What follows belongs to an exercise in optimizing a design on an open flow for small area and a short achievable clock period; a production flow would make more cautious choices.

==> yarrow <==
==> flow/design.v <==
`default_nettype none
package prince_pkg;
    localparam int BLOCK_W     = 64;
    localparam int KEY_W       = 128;
    localparam int NIBBLE_W    = 4;
    localparam int NUM_NIBBLES = 16;
    localparam int HALF_ROUNDS = 5;
    typedef logic [BLOCK_W-1:0] block_t;
    localparam logic [63:0] SR_TABLE     = 64'h05AF49E38D27C16B;
    localparam logic [63:0] SR_INV_TABLE = 64'h0DA741EB852FC963;
    function automatic logic [3:0] sbox4(input logic [3:0] a);
        logic [3:0] y;
        logic f00, f01, f02, f03, f04, f05, f06;
        f06 = (~a[0]&~a[3]);
        f00 = (~a[2]) | (~a[3]);
        y[2] = (~a[1]&~f06) | (~f00);
        f01 = (~a[1]&~a[2]) | (~a[3]&~a[2]);
        y[1] = (~a[1]&~a[0]) | (f01);
        f02 = (~a[2]) | (~a[1]);
        f03 = (~a[3]);
        f04 = (~f03) | (~a[2]);
        f05 = (~a[0]&~f03) | (~f04);
        y[0] = (~a[1]&~f05) | (~a[1]&~f02) | (~a[0]&~f05) | (~f04&~f05) | (~a[0]&~f02) | (~f04&~f02);
        y[3] = (~a[0]&~f01) | (~a[1]&~a[3]);
        sbox4 = y;
    endfunction
    function automatic logic [3:0] sbox4_inv(input logic [3:0] a);
        logic [3:0] y;
        logic i00, i01, i02, i03, i04, i05, i06, i07, i08, i09, i10, i11, i12, i13;
        i13 = (~a[0]&~a[1]&~a[2]);
        i00 = (~a[0]);
        i01 = (~i00) | (~a[3]);
        y[2] = (~i01&~i13) | (~a[1]&~i13);
        i02 = (~a[1]);
        i03 = (~a[2]);
        i04 = (~i00&~i03) | (~i02&~i03);
        i05 = (~i00) | (~a[2]);
        i06 = (~i05) | (~i02) | (~a[3]);
        y[1] = (~a[3]&~i04) | (~i06);
        i07 = (~i03) | (~a[0]);
        i08 = (~i05&~i02) | (~i07&~i02);
        i09 = (~a[1]&~i00) | (~a[2]);
        y[0] = (~a[3]&~i08) | (~i09&~i08);
        i10 = (~i00&~i02) | (~i04);
        i11 = (~a[3]&~i03);
        i12 = (~i13&~i11);
        y[3] = (~i10) | (~i12);
        sbox4_inv = y;
    endfunction
    function automatic logic [BLOCK_W-1:0] s_layer(input logic [BLOCK_W-1:0] b);
        for (int i = 0; i < NUM_NIBBLES; i++)
            s_layer[NIBBLE_W*i +: NIBBLE_W] = sbox4(b[NIBBLE_W*i +: NIBBLE_W]);
    endfunction
    function automatic logic [BLOCK_W-1:0] s_inv_layer(input logic [BLOCK_W-1:0] b);
        for (int i = 0; i < NUM_NIBBLES; i++)
            s_inv_layer[NIBBLE_W*i +: NIBBLE_W] = sbox4_inv(b[NIBBLE_W*i +: NIBBLE_W]);
    endfunction
    function automatic logic [BLOCK_W-1:0] nibble_perm(input logic [BLOCK_W-1:0] b, input logic inv);
        logic [3:0] src;
        for (int i = 0; i < NUM_NIBBLES; i++)
        begin
            src = inv ? SR_INV_TABLE[63-4*i -: 4] : SR_TABLE[63-4*i -: 4];
            nibble_perm[BLOCK_W-1-NIBBLE_W*i -: NIBBLE_W] = b[BLOCK_W-1-NIBBLE_W*src -: NIBBLE_W];
        end
    endfunction
    function automatic logic [BLOCK_W-1:0] shift_rows(input logic [BLOCK_W-1:0] b);
        shift_rows = nibble_perm(b, 1'b0);
    endfunction
    function automatic logic [BLOCK_W-1:0] shift_rows_inv(input logic [BLOCK_W-1:0] b);
        shift_rows_inv = nibble_perm(b, 1'b1);
    endfunction
    function automatic logic [BLOCK_W-1:0] m_prime(input logic [BLOCK_W-1:0] b);
        integer hat;
        integer skip;
        logic [3:0] n0, n1, n2, n3;
        logic [3:0] p01, p23;
        for (int q = 0; q < 4; q++)
        begin
            hat = (q == 1 || q == 2) ? 1 : 0;
            n0 = b[BLOCK_W-1-16*q -: 4];
            n1 = b[BLOCK_W-5-16*q -: 4];
            n2 = b[BLOCK_W-9-16*q -: 4];
            n3 = b[BLOCK_W-13-16*q -: 4];
            p01 = n0 ^ n1;
            p23 = n2 ^ n3;
            for (int row = 0; row < 4; row++)
                for (int p = 0; p < 4; p++)
                begin
                    skip = (p - row - hat + 8) % 4;
                    case (skip)
                        0: m_prime[BLOCK_W-1-16*q-4*row-p] = p23[3-p] ^ n1[3-p];
                        1: m_prime[BLOCK_W-1-16*q-4*row-p] = p23[3-p] ^ n0[3-p];
                        2: m_prime[BLOCK_W-1-16*q-4*row-p] = p01[3-p] ^ n3[3-p];
                        default: m_prime[BLOCK_W-1-16*q-4*row-p] = p01[3-p] ^ n2[3-p];
                    endcase
                end
        end
    endfunction
endpackage
`default_nettype wire
`timescale 1ns/1ps
`default_nettype none
module prince_top
(
    input  wire          clk,
    input  wire          sys_rst,
    input  wire          in_valid,
    input  wire [127:0]  key,
    input  wire [63:0]   plain_text,
    output logic [63:0]  cipher_text,
    output logic         out_valid
);
    localparam int NST = 7;
    logic [NST-1:0] vld;
    always_ff @(posedge clk)
    begin
        if (sys_rst) vld <= '0;
        else         vld <= {vld[NST-2:0], in_valid};
    end
    assign out_valid = vld[NST-1];
    logic [63:0] k0_in, k1_in;
    assign k0_in = key[63:0];
    assign k1_in = key[127:64];
    logic [63:0] kf_w;
    assign kf_w = k1_in ^ {k0_in[0], k0_in[63:1]} ^ {63'b0, k0_in[63]} ^ 64'hc0ac29b7c97c50dd;
    logic [63:0] l0;
    assign l0 = plain_text ^ k0_in ^ k1_in ^ 64'h0000000000000000;
    logic [63:0] s1_st;
    logic [63:0] s1_k1, s1_kf;
    always_ff @(posedge clk) begin s1_st <= l0; s1_k1 <= k1_in; s1_kf <= kf_w; end
    logic [63:0] l1;
    assign l1 = prince_pkg::s_layer(s1_st);
    logic [63:0] l2;
    assign l2 = prince_pkg::shift_rows(prince_pkg::m_prime(l1)) ^ s1_k1 ^ 64'h13198a2e03707344;
    logic [63:0] l3;
    assign l3 = prince_pkg::s_layer(l2);
    logic [63:0] l4;
    assign l4 = prince_pkg::shift_rows(prince_pkg::m_prime(l3)) ^ s1_k1 ^ 64'ha4093822299f31d0;
    logic [63:0] s2_st;
    logic [63:0] s2_k1, s2_kf;
    always_ff @(posedge clk) begin s2_st <= l4; s2_k1 <= s1_k1; s2_kf <= s1_kf; end
    logic [63:0] l5;
    assign l5 = prince_pkg::s_layer(s2_st);
    logic [63:0] l6;
    assign l6 = prince_pkg::shift_rows(prince_pkg::m_prime(l5)) ^ s2_k1 ^ 64'h082efa98ec4e6c89;
    logic [63:0] l7;
    assign l7 = prince_pkg::s_layer(l6);
    logic [63:0] l8;
    assign l8 = prince_pkg::shift_rows(prince_pkg::m_prime(l7)) ^ s2_k1 ^ 64'h452821e638d01377;
    logic [63:0] s3_st;
    logic [63:0] s3_k1, s3_kf;
    always_ff @(posedge clk) begin s3_st <= l8; s3_k1 <= s2_k1; s3_kf <= s2_kf; end
    logic [63:0] l9;
    assign l9 = prince_pkg::s_layer(s3_st);
    logic [63:0] l10;
    assign l10 = prince_pkg::shift_rows(prince_pkg::m_prime(l9)) ^ s3_k1 ^ 64'hbe5466cf34e90c6c;
    logic [63:0] l11;
    assign l11 = prince_pkg::s_layer(l10);
    logic [63:0] l12;
    assign l12 = prince_pkg::m_prime(l11);
    logic [63:0] kl12;
    assign kl12 = prince_pkg::m_prime(prince_pkg::shift_rows_inv(s3_k1));
    logic [63:0] s4_st;
    logic [63:0] s4_k1, s4_kf;
    always_ff @(posedge clk) begin s4_st <= l12; s4_k1 <= kl12; s4_kf <= s3_kf; end
    logic [63:0] l13;
    assign l13 = prince_pkg::s_inv_layer(s4_st);
    logic [63:0] l14;
    assign l14 = prince_pkg::m_prime(prince_pkg::shift_rows_inv(l13)) ^ s4_k1 ^ prince_pkg::m_prime(prince_pkg::shift_rows_inv(64'h7ef84f78fd955cb1));
    logic [63:0] l15;
    assign l15 = prince_pkg::s_inv_layer(l14);
    logic [63:0] l16;
    assign l16 = prince_pkg::m_prime(prince_pkg::shift_rows_inv(l15)) ^ s4_k1 ^ prince_pkg::m_prime(prince_pkg::shift_rows_inv(64'h85840851f1ac43aa));
    logic [63:0] s5_st;
    logic [63:0] s5_k1, s5_kf;
    always_ff @(posedge clk) begin s5_st <= l16; s5_k1 <= s4_k1; s5_kf <= s4_kf; end
    logic [63:0] l17;
    assign l17 = prince_pkg::s_inv_layer(s5_st);
    logic [63:0] l18;
    assign l18 = prince_pkg::m_prime(prince_pkg::shift_rows_inv(l17)) ^ s5_k1 ^ prince_pkg::m_prime(prince_pkg::shift_rows_inv(64'hc882d32f25323c54));
    logic [63:0] l19;
    assign l19 = prince_pkg::s_inv_layer(l18);
    logic [63:0] l20;
    assign l20 = prince_pkg::m_prime(prince_pkg::shift_rows_inv(l19)) ^ s5_k1 ^ prince_pkg::m_prime(prince_pkg::shift_rows_inv(64'h64a51195e0e3610d));
    logic [63:0] s6_st;
    logic [63:0] s6_k1, s6_kf;
    always_ff @(posedge clk) begin s6_st <= l20; s6_k1 <= s5_k1; s6_kf <= s5_kf; end
    logic [63:0] l21;
    assign l21 = prince_pkg::s_inv_layer(s6_st);
    logic [63:0] l22;
    assign l22 = prince_pkg::m_prime(prince_pkg::shift_rows_inv(l21)) ^ s6_k1 ^ prince_pkg::m_prime(prince_pkg::shift_rows_inv(64'hd3b5a399ca0c2399));
    logic [63:0] l23;
    assign l23 = prince_pkg::s_inv_layer(l22);
    logic [63:0] l24;
    assign l24 = l23 ^ s6_kf;
    logic [63:0] s7_st;
    always_ff @(posedge clk) s7_st <= l24;
    assign cipher_text = s7_st;
endmodule
`default_nettype wire
==> flow/run.sh <==
#!/bin/bash
# synth_recipe.tcl (not shown) runs the flow's synth.tcl, then flattens the netlist and writes it again
# the make line also repeats each setting of config.mk as NAME=value (left out here)
make -C /OpenROAD-flow-scripts/flow DESIGN_CONFIG=/design/flow/config.mk WORK_HOME=/design/flow/orfs CLKGATE_MAP_FILE= SYNTH_SCRIPT=/design/flow/synth_recipe.tcl finish
==> flow/config.mk <==
export PLATFORM = sky130hd
export DESIGN_NAME = prince_top
export DESIGN_NICKNAME = prince_top
export VERILOG_FILES = /design/flow/design.v
export SDC_FILE = /design/flow/constraint.sdc
export NUM_CORES = 4
export LEC_CHECK = 0
export CAP_MARGIN = 20
export CORE_MARGIN = 2
export CORE_UTILIZATION = 40
export SETUP_SLACK_MARGIN = 0.8
export SLEW_MARGIN = 20
==> flow/constraint.sdc <==
create_clock -name core_clock -period 3.2 [get_ports {clk}]
set_input_delay 0.6400 -clock core_clock [delete_from_list [all_inputs] [get_ports {clk}]]
set_output_delay 0.6400 -clock core_clock [all_outputs]
set_load 0.01 [all_outputs]
==> xenon: changes against yarrow <==
==> flow/design.v, changed modules only <==
module prince_top
(
    input  wire          clk,
    input  wire          sys_rst,
    input  wire          in_valid,
    input  wire [127:0]  key,
    input  wire [63:0]   plain_text,
    output logic [63:0]  cipher_text,
    output logic         out_valid
);
    localparam int NST = 11;
    logic [NST-1:0] vld;
    always_ff @(posedge clk)
    begin
        if (sys_rst) vld <= '0;
        else         vld <= {vld[NST-2:0], in_valid};
    end
    assign out_valid = vld[NST-1];
    logic [63:0] k0_in, k1_in;
    assign k0_in = key[63:0];
    assign k1_in = key[127:64];
    logic [63:0] kf_w;
    assign kf_w = k1_in ^ {k0_in[0], k0_in[63:1]} ^ {63'b0, k0_in[63]} ^ 64'hc0ac29b7c97c50dd;
    logic [63:0] l0;
    assign l0 = plain_text ^ k0_in ^ k1_in ^ 64'h0000000000000000;
    logic [63:0] l1;
    assign l1 = prince_pkg::s_layer(l0);
    logic [63:0] l2;
    assign l2 = prince_pkg::shift_rows(prince_pkg::m_prime(l1)) ^ k1_in ^ 64'h13198a2e03707344;
    logic [63:0] s1_st;
    logic [63:0] s1_k1, s1_kf;
    always_ff @(posedge clk) begin s1_st <= l2; s1_k1 <= k1_in; s1_kf <= kf_w; end
    logic [63:0] l3;
    assign l3 = prince_pkg::s_layer(s1_st);
    logic [63:0] l4;
    assign l4 = prince_pkg::shift_rows(prince_pkg::m_prime(l3)) ^ s1_k1 ^ 64'ha4093822299f31d0;
    logic [63:0] s2_st;
    logic [63:0] s2_k1, s2_kf;
    always_ff @(posedge clk) begin s2_st <= l4; s2_k1 <= s1_k1; s2_kf <= s1_kf; end
    logic [63:0] l5;
    assign l5 = prince_pkg::s_layer(s2_st);
    logic [63:0] l6;
    assign l6 = prince_pkg::shift_rows(prince_pkg::m_prime(l5)) ^ s2_k1 ^ 64'h082efa98ec4e6c89;
    logic [63:0] s3_st;
    logic [63:0] s3_k1, s3_kf;
    always_ff @(posedge clk) begin s3_st <= l6; s3_k1 <= s2_k1; s3_kf <= s2_kf; end
    logic [63:0] l7;
    assign l7 = prince_pkg::s_layer(s3_st);
    logic [63:0] l8;
    assign l8 = prince_pkg::shift_rows(prince_pkg::m_prime(l7)) ^ s3_k1 ^ 64'h452821e638d01377;
    logic [63:0] s4_st;
    logic [63:0] s4_k1, s4_kf;
    always_ff @(posedge clk) begin s4_st <= l8; s4_k1 <= s3_k1; s4_kf <= s3_kf; end
    logic [63:0] l9;
    assign l9 = prince_pkg::s_layer(s4_st);
    logic [63:0] l10;
    assign l10 = prince_pkg::shift_rows(prince_pkg::m_prime(l9)) ^ s4_k1 ^ 64'hbe5466cf34e90c6c;
    logic [63:0] kl10;
    assign kl10 = prince_pkg::m_prime(prince_pkg::shift_rows_inv(s4_k1));
    logic [63:0] s5_st;
    logic [63:0] s5_k1, s5_kf;
    always_ff @(posedge clk) begin s5_st <= l10; s5_k1 <= kl10; s5_kf <= s4_kf; end
    logic [63:0] l11;
    assign l11 = prince_pkg::s_layer(s5_st);
    logic [63:0] l12;
    assign l12 = prince_pkg::m_prime(l11);
    logic [63:0] l13;
    assign l13 = prince_pkg::s_inv_layer(l12);
    logic [63:0] s6_st;
    logic [63:0] s6_k1, s6_kf;
    always_ff @(posedge clk) begin s6_st <= l13; s6_k1 <= s5_k1; s6_kf <= s5_kf; end
    logic [63:0] l14;
    assign l14 = prince_pkg::m_prime(prince_pkg::shift_rows_inv(s6_st)) ^ s6_k1 ^ prince_pkg::m_prime(prince_pkg::shift_rows_inv(64'h7ef84f78fd955cb1));
    logic [63:0] l15;
    assign l15 = prince_pkg::s_inv_layer(l14);
    logic [63:0] s7_st;
    logic [63:0] s7_k1, s7_kf;
    always_ff @(posedge clk) begin s7_st <= l15; s7_k1 <= s6_k1; s7_kf <= s6_kf; end
    logic [63:0] l16;
    assign l16 = prince_pkg::m_prime(prince_pkg::shift_rows_inv(s7_st)) ^ s7_k1 ^ prince_pkg::m_prime(prince_pkg::shift_rows_inv(64'h85840851f1ac43aa));
    logic [63:0] l17;
    assign l17 = prince_pkg::s_inv_layer(l16);
    logic [63:0] s8_st;
    logic [63:0] s8_k1, s8_kf;
    always_ff @(posedge clk) begin s8_st <= l17; s8_k1 <= s7_k1; s8_kf <= s7_kf; end
    logic [63:0] l18;
    assign l18 = prince_pkg::m_prime(prince_pkg::shift_rows_inv(s8_st)) ^ s8_k1 ^ prince_pkg::m_prime(prince_pkg::shift_rows_inv(64'hc882d32f25323c54));
    logic [63:0] l19;
    assign l19 = prince_pkg::s_inv_layer(l18);
    logic [63:0] s9_st;
    logic [63:0] s9_k1, s9_kf;
    always_ff @(posedge clk) begin s9_st <= l19; s9_k1 <= s8_k1; s9_kf <= s8_kf; end
    logic [63:0] l20;
    assign l20 = prince_pkg::m_prime(prince_pkg::shift_rows_inv(s9_st)) ^ s9_k1 ^ prince_pkg::m_prime(prince_pkg::shift_rows_inv(64'h64a51195e0e3610d));
    logic [63:0] l21;
    assign l21 = prince_pkg::s_inv_layer(l20);
    logic [63:0] s10_st;
    logic [63:0] s10_k1, s10_kf;
    always_ff @(posedge clk) begin s10_st <= l21; s10_k1 <= s9_k1; s10_kf <= s9_kf; end
    logic [63:0] l22;
    assign l22 = prince_pkg::m_prime(prince_pkg::shift_rows_inv(s10_st)) ^ s10_k1 ^ prince_pkg::m_prime(prince_pkg::shift_rows_inv(64'hd3b5a399ca0c2399));
    logic [63:0] l23;
    assign l23 = prince_pkg::s_inv_layer(l22);
    logic [63:0] l24;
    assign l24 = l23 ^ s10_kf;
    logic [63:0] s11_st;
    always_ff @(posedge clk) s11_st <= l24;
    assign cipher_text = s11_st;
endmodule
==> flow/flow/run.sh (new file) <==
#!/bin/bash
# Own layout flow: the standard layout (standard.sh), with the port buffers that global
# placement inserts on every input and output made with sky130_fd_sc_hd__buf_2 instead of the
# buffer the flow picks by default. Synthesis is the standard one, run unchanged.
set -euo pipefail
bash standard.sh synth > run_synth.log 2>&1
bash standard.sh "BUFFER_PORTS_ARGS=-buffer_cell sky130_fd_sc_hd__buf_2" finish > run_finish.log 2>&1
==> flow/standard.sh (new file) <==
#!/bin/bash
# synth_recipe.tcl (not shown) runs the flow's synth.tcl, then flattens the netlist and writes it again
# the make line also repeats each setting of config.mk as NAME=value (left out here)
make -C /OpenROAD-flow-scripts/flow DESIGN_CONFIG=/design/flow/config.mk WORK_HOME=/design/flow/orfs CLKGATE_MAP_FILE= SYNTH_SCRIPT=/design/flow/synth_recipe.tcl "${@:-finish}"
- CTS_CLUSTER_DIAMETER: unset -> 100
- CTS_CLUSTER_SIZE: unset -> 25
- SETUP_SLACK_MARGIN: 0.8 -> 1.5
removed: flow/run.sh
==> raven: changes against yarrow <==
- SETUP_SLACK_MARGIN: 0.8 -> unset
==> qor summary <==
	xenon	raven	yarrow
Outcome	finished clean	finished clean	finished clean
Fraction of the mapped netlist area in compound gates	9.91%	14.3%	14.3%
Simple-Gate Fraction of Synth Area	6.40%	6.85%	6.85%
Hold Path End	s1_k1[29]	s4_kf[42]	s5_kf[35]
Post-route cell area	90800 um^2	69300 um^2	87700 um^2
Data-path buffer share of cell area in the final layout	4.03%	5.88%	9.50%
Routed len/inst	22.2 um	21.7 um	23.2 um
First-pass iteration count of the detailed router	6	8	5
Critical hold path startpoint	key[93]	s3_kf[42]	s4_kf[35]
Count leader, synth	dfxtp_1	xnor2_1	xnor2_1
Routed wire length	214000 um	183000 um	208000 um
Layout filler cell count	15621	13350	10990
Via density	4.90	4.92	5.12
Final clock period utilization by the worst path	62.6%	95.5%	84.9%
Clock buffers created by TritonCTS	91	132	133
Overall global routing resource usage	21.9%	24.1%	25.5%
Number of multi-input combinational cells	4544	4425	4425
DIE AREA	185000 um^2	149000 um^2	149000 um^2
Number of non-filler instances in the completed layout	9626	8438	8951
Post-synthesis sequential area ratio	54.9%	42.1%	42.1%
Fraction of final layout cells with drive strength greater than 1	24.6%	8.79%	41.3%
Data arrival at the endpoint of the critical path	2660 ps	3690 ps	3480 ps
Number of cells on the worst hold path	1	0	0
No functional check of the RTL was part of any run of this note.

==> afterwards: timing with drivers on the ports <==
In the flow no input, the clock included, has a driving cell. The finished layouts below were timed again as built, in two steps. Step 1 assumes that a clkbuf_16 drives the clock port and a buf_2 every other input. Step 2 also shifts input and output timing later by t, the mid clock arrival at the registers, as if the neighbouring blocks saw the same clock. Three values: ideal, step 1, step 2; two values: the first two.
| run | shift t [ns] | setup WS [ns] | slew at the worst register clock pin (ns) | worst data-port slew with drivers (ns) | pins driven straight from the clock port |
|---|---|---|---|---|---|
| yarrow | 0.867 | 0.484 / 0.484 / 0.484 | 0.07 / 0.07 | 0.06 | 1 |
| xenon | 0.821 | 1.196 / 1.154 / 0.795 | 0.11 / 0.11 | 0.07 | 1 |
| raven | 0.848 | 0.145 / 0.145 / 0.145 | 0.07 / 0.07 | 0.06 | 1 |
After both steps setup and hold are still met in every run listed. The setup slack of xenon, which loses most, moves by -0.042 ns with the drivers and by -0.401 ns with both steps.
